Context: an optimization exercise on an open-source flow, tuned for small area. The choices shown serve that exercise and are no tape-out recipe.
Function was checked by simulation only, so behaviour that the tests miss may differ from the original.

v6:
==> flow/design.v <==
package skinny_masked_pkg;
    typedef enum logic [1:0] {
        ST_IDLE = 2'd0,
        ST_CALC = 2'd1,
        ST_DONE = 2'd2,
        ST_HOLD = 2'd3
    } fsm_state_t;
    localparam int SB_LAT = 4;
    localparam int N_SBOX = 16;
    function automatic integer n_shares(input integer dd);
        n_shares = dd + 1;
    endfunction
    function automatic integer rnd_per_and(input integer dd);
        rnd_per_and = dd * (dd + 1) / 2;
    endfunction
    function automatic integer rnd_per_sbox(input integer dd);
        rnd_per_sbox = 8 * dd * (dd + 1) / 2;
    endfunction
endpackage
module skinny_share_byte_mux
#(
    parameter int d = 2
) (
    input  logic [128*(d+1)-1:0] state,
    output logic [128*(d+1)-1:0] sb_in,
    input  logic [128*(d+1)-1:0] sb_out,
    output logic [128*(d+1)-1:0] result
);
    localparam int NS = skinny_masked_pkg::n_shares(d);
    for (genvar k = 0; k < skinny_masked_pkg::N_SBOX; k++) begin : g_byte
        for (genvar j = 0; j < NS; j++) begin : g_share
            assign sb_in[k*8*NS + 8*j +: 8]  = state[128*j + 8*k +: 8];
            assign result[128*j + 8*k +: 8] = sb_out[k*8*NS + 8*j +: 8];
        end
    end
endmodule
module skinny_sbox8_domd_non_pipelined
#(
    parameter int d = 2
) (
    input  logic                      clk,
    input  logic                      ld,      
    input  logic                      en,      
    input  logic                      first,   
    input  logic [1:0]                lyr,     
    input  logic [8*(d+1)-1:0]        si,
    input  logic [skinny_masked_pkg::rnd_per_sbox(d)-1:0] rnd,
    output logic [8*(d+1)-1:0]        so
);
    localparam int NS = skinny_masked_pkg::n_shares(d);
    localparam int RA = skinny_masked_pkg::rnd_per_and(d);
    function automatic logic [NS-1:0] dom_and(input logic [NS-1:0] a,
                                              input logic [NS-1:0] b,
                                              input logic [RA-1:0] r);
        logic [NS-1:0] c;
        c = a & b;
        for (int i = 0; i < NS; i++) begin
            for (int j = i + 1; j < NS; j++) begin
                c[i] = c[i] ^ (a[i] & b[j]) ^ r[i*NS - i*(i+1)/2 + (j-i-1)];
                c[j] = c[j] ^ (a[j] & b[i]) ^ r[i*NS - i*(i+1)/2 + (j-i-1)];
            end
        end
        dom_and = c;
    endfunction
    function automatic logic [8*NS-1:0] perm_sh(input logic [8*NS-1:0] x);
        logic [8*NS-1:0] p;
        for (int i = 0; i < NS; i++) begin
            p[8*i +: 8] = {x[8*i+2], x[8*i+1], x[8*i+7], x[8*i+6],
                           x[8*i+4], x[8*i+0], x[8*i+3], x[8*i+5]};
        end
        perm_sh = p;
    endfunction
    function automatic logic [8*NS-1:0] unperm_swap_sh(input logic [8*NS-1:0] p);
        logic [8*NS-1:0] s;
        for (int i = 0; i < NS; i++) begin
            s[8*i +: 8] = {p[8*i+5], p[8*i+4], p[8*i+0], p[8*i+3],
                           p[8*i+1], p[8*i+6], p[8*i+7], p[8*i+2]};
        end
        unperm_swap_sh = s;
    endfunction
    logic [8*NS-1:0] x_q;
    logic [8*NS-1:0] w_q;
    logic [8*NS-1:0] x, y;
    logic [2*RA-1:0] r;
    logic [NS-1:0]   a_lo, b_lo, a_hi, b_hi, n_lo, n_hi;
    assign r = rnd[lyr*2*RA +: 2*RA];
    assign x = first ? x_q : w_q;
    always_comb begin
        for (int i = 0; i < NS; i++) begin
            a_lo[i] = x[8*i+2] ^ (i == 0);
            b_lo[i] = x[8*i+3] ^ (i == 0);
            a_hi[i] = x[8*i+6] ^ (i == 0);
            b_hi[i] = x[8*i+7] ^ (i == 0);
        end
        n_lo = dom_and(a_lo, b_lo, r[RA-1:0]);
        n_hi = dom_and(a_hi, b_hi, r[2*RA-1:RA]);
        y = x;
        for (int i = 0; i < NS; i++) begin
            y[8*i]   = x[8*i]   ^ n_lo[i];
            y[8*i+4] = x[8*i+4] ^ n_hi[i];
        end
    end
    always_ff @(posedge clk) begin
        if (ld) x_q <= si;
        if (en) w_q <= perm_sh(y);
    end
    assign so = unperm_swap_sh(w_q);
endmodule
module skinny_subcells_domd_ctrl
#(
    parameter int d      = 2,
    parameter int SB_LAT = skinny_masked_pkg::SB_LAT
) (
    input  logic                      clk,
    input  logic                      rst,
    input  logic                      in_valid,
    output logic                      in_ready,
    input  logic [128*(d+1)-1:0]      in_state,
    input  logic [64*d*(d+1)-1:0]     rnd,
    input  logic                      rnd_valid,
    output logic                      rnd_req,
    output logic                      out_valid,
    input  logic                      out_ready,
    output logic [128*(d+1)-1:0]      out_state,
    output logic                      restart
);
    localparam int NS    = skinny_masked_pkg::n_shares(d);
    localparam int RPS   = skinny_masked_pkg::rnd_per_sbox(d);
    logic [1:0]           cnt;
    logic                 done_q;
    logic [128*NS-1:0]    sb_in;
    logic [128*NS-1:0]    sb_out;
    skinny_share_byte_mux #(.d(d)) u_mux (
        .state  (in_state),
        .sb_in  (sb_in),
        .sb_out (sb_out),
        .result (out_state)
    );
    for (genvar k = 0; k < skinny_masked_pkg::N_SBOX; k++) begin : g_sbox
        skinny_sbox8_domd_non_pipelined #(.d(d)) u_sbox (
            .clk   (clk),
            .ld    (in_ready),
            .en    (rnd_req),
            .first (cnt == 2'd0),
            .lyr   (cnt),
            .si    (sb_in[k*8*NS +: 8*NS]),
            .rnd   (rnd[k*RPS +: RPS]),
            .so    (sb_out[k*8*NS +: 8*NS])
        );
    end
    always_ff @(posedge clk or posedge rst) begin
        if (rst) begin
            cnt       <= '0;
            in_ready  <= 1'b1;
            rnd_req   <= 1'b0;
            done_q    <= 1'b0;
            out_valid <= 1'b0;
            restart   <= 1'b0;
        end else begin
            restart <= rnd_req & ~rnd_valid;
            done_q  <= 1'b0;
            if (in_ready && in_valid) begin
                in_ready <= 1'b0;
                rnd_req  <= 1'b1;
            end
            if (rnd_req) begin
                if (rnd_valid) begin
                    cnt <= cnt + 2'd1;
                    if (cnt == 2'(SB_LAT - 1)) begin
                        rnd_req <= 1'b0;
                        done_q  <= 1'b1;
                    end
                end else begin
                    cnt <= '0;
                end
            end
            if (done_q) out_valid <= 1'b1;
            if (out_valid && out_ready) begin
                out_valid <= 1'b0;
                in_ready  <= 1'b1;
            end
        end
    end
endmodule
clock: 4.0 ns
lec_check: 0
cap_margin: 20
core_area: 5 5 455 455
die_area: 0 0 460 460
slew_margin: 20
run.sh (not shown) runs the stock make flow with config.mk's settings and CLKGATE_MAP_FILE= SYNTH_SCRIPT=/design/flow/synth_recipe.tcl, a recipe that flattens the netlist after the stock synthesis.
Input changes introduced in v35 (baseline for comparison: v6):
--- a/flow/design.v
+++ b/flow/design.v
@@ -38,12 +38,13 @@
 #(
     parameter int d = 2
 ) (
     input  logic                      clk,
     input  logic                      ld,      
-    input  logic                      en,      
-    input  logic                      first,   
+    input  logic                      hold,    
+    input  logic                      sel_x,   
+    input  logic                      sel_w,   
     input  logic [1:0]                lyr,     
     input  logic [8*(d+1)-1:0]        si,
     input  logic [skinny_masked_pkg::rnd_per_sbox(d)-1:0] rnd,
     output logic [8*(d+1)-1:0]        so
 );
@@ -82,11 +83,11 @@
     logic [8*NS-1:0] w_q;
     logic [8*NS-1:0] x, y;
     logic [2*RA-1:0] r;
     logic [NS-1:0]   a_lo, b_lo, a_hi, b_hi, n_lo, n_hi;
     assign r = rnd[lyr*2*RA +: 2*RA];
-    assign x = first ? x_q : w_q;
+    assign x = ({8*NS{sel_x}} & x_q) | ({8*NS{sel_w}} & w_q);
     always_comb begin
         for (int i = 0; i < NS; i++) begin
             a_lo[i] = x[8*i+2] ^ (i == 0);
             b_lo[i] = x[8*i+3] ^ (i == 0);
             a_hi[i] = x[8*i+6] ^ (i == 0);
@@ -98,13 +99,15 @@
         for (int i = 0; i < NS; i++) begin
             y[8*i]   = x[8*i]   ^ n_lo[i];
             y[8*i+4] = x[8*i+4] ^ n_hi[i];
         end
     end
+    logic [8*NS-1:0] w_d;
+    assign w_d = ({8*NS{hold}} & w_q) | ({8*NS{sel_x | sel_w}} & perm_sh(y));
     always_ff @(posedge clk) begin
         if (ld) x_q <= si;
-        if (en) w_q <= perm_sh(y);
+        w_q <= w_d;
     end
     assign so = unperm_swap_sh(w_q);
 endmodule
 module skinny_subcells_domd_ctrl
 #(
@@ -126,10 +129,11 @@
 );
     localparam int NS    = skinny_masked_pkg::n_shares(d);
     localparam int RPS   = skinny_masked_pkg::rnd_per_sbox(d);
     logic [1:0]           cnt;
     logic                 done_q;
+    logic                 calc0_q, calcn_q;
     logic [128*NS-1:0]    sb_in;
     logic [128*NS-1:0]    sb_out;
     skinny_share_byte_mux #(.d(d)) u_mux (
         .state  (in_state),
         .sb_in  (sb_in),
@@ -138,12 +142,13 @@
     );
     for (genvar k = 0; k < skinny_masked_pkg::N_SBOX; k++) begin : g_sbox
         skinny_sbox8_domd_non_pipelined #(.d(d)) u_sbox (
             .clk   (clk),
             .ld    (in_ready),
-            .en    (rnd_req),
-            .first (cnt == 2'd0),
+            .hold  (~rnd_req),
+            .sel_x (calc0_q),
+            .sel_w (calcn_q),
             .lyr   (cnt),
             .si    (sb_in[k*8*NS +: 8*NS]),
             .rnd   (rnd[k*RPS +: RPS]),
             .so    (sb_out[k*8*NS +: 8*NS])
         );
@@ -154,10 +159,12 @@
             in_ready  <= 1'b1;
             rnd_req   <= 1'b0;
             done_q    <= 1'b0;
             out_valid <= 1'b0;
             restart   <= 1'b0;
+            calc0_q   <= 1'b0;
+            calcn_q   <= 1'b0;
         end else begin
             restart <= rnd_req & ~rnd_valid;
             done_q  <= 1'b0;
             if (in_ready && in_valid) begin
                 in_ready <= 1'b0;
@@ -177,8 +184,10 @@
             if (done_q) out_valid <= 1'b1;
             if (out_valid && out_ready) begin
                 out_valid <= 1'b0;
                 in_ready  <= 1'b1;
             end
+            calc0_q <= (in_ready & in_valid) | (rnd_req & ~rnd_valid);
+            calcn_q <= rnd_req & rnd_valid & cnt != 2'(SB_LAT - 1);
         end
     end
 endmodule
## What came out
v35 ended with less fmax than v6.
Proportion of cell area occupied by registers in v35 is 6.4 points lower than in v6
The number of clock-tree buffers in the layout in v35 sits 17 above the value recorded for v6.
Taking v6 as the reference, in v35 register-to-register slack fell 310 ps; least setup slack across all paths after layout fell 310 ps; relative area change from synthesis to final layout rose 0.26 points.
Against v6, register cell area after layout in v35 fell by more than 10%.
Routed wire in v35 totals more than in v6.
For the delay of the slowest critical-path stage, v35 came in 460 ps lower than v6 did.
v35 against v6; area of combinational cells with multiple inputs is up by more than 10%.

==> what the ideal ports hide <==
In the flow no input, the clock included, has a driving cell. The finished layouts below were timed again as built, in two steps. Step 1: set_driving_cell puts a clkbuf_16 on clk and a buf_2 on each other input, an assumption about the parent block. Step 2 times the ports against the registers' clock, not the clock port: input delays grow and output delays shrink by t, the midpoint of the rising clock arrivals with the driver on. Slacks: no drivers / after step 1 / after step 2; pairs: no drivers / after step 1.
run | t, ns | setup WS [ns] | worst register clock-pin slew, ns | worst data-port slew with drivers (ns) | pins driven straight from the clock port
v6 | 0.788 | 0.894 / 0.852 / 0.580 | 0.07 / 0.07 | 0.22 | 1
v35 | 0.792 | 0.587 / 0.587 / 0.587 | 0.07 / 0.07 | 0.31 | 1
After both steps every run listed still meets setup and hold. The setup slack of v6, which loses most, moves by -0.042 ns with the drivers and by -0.314 ns with both steps.
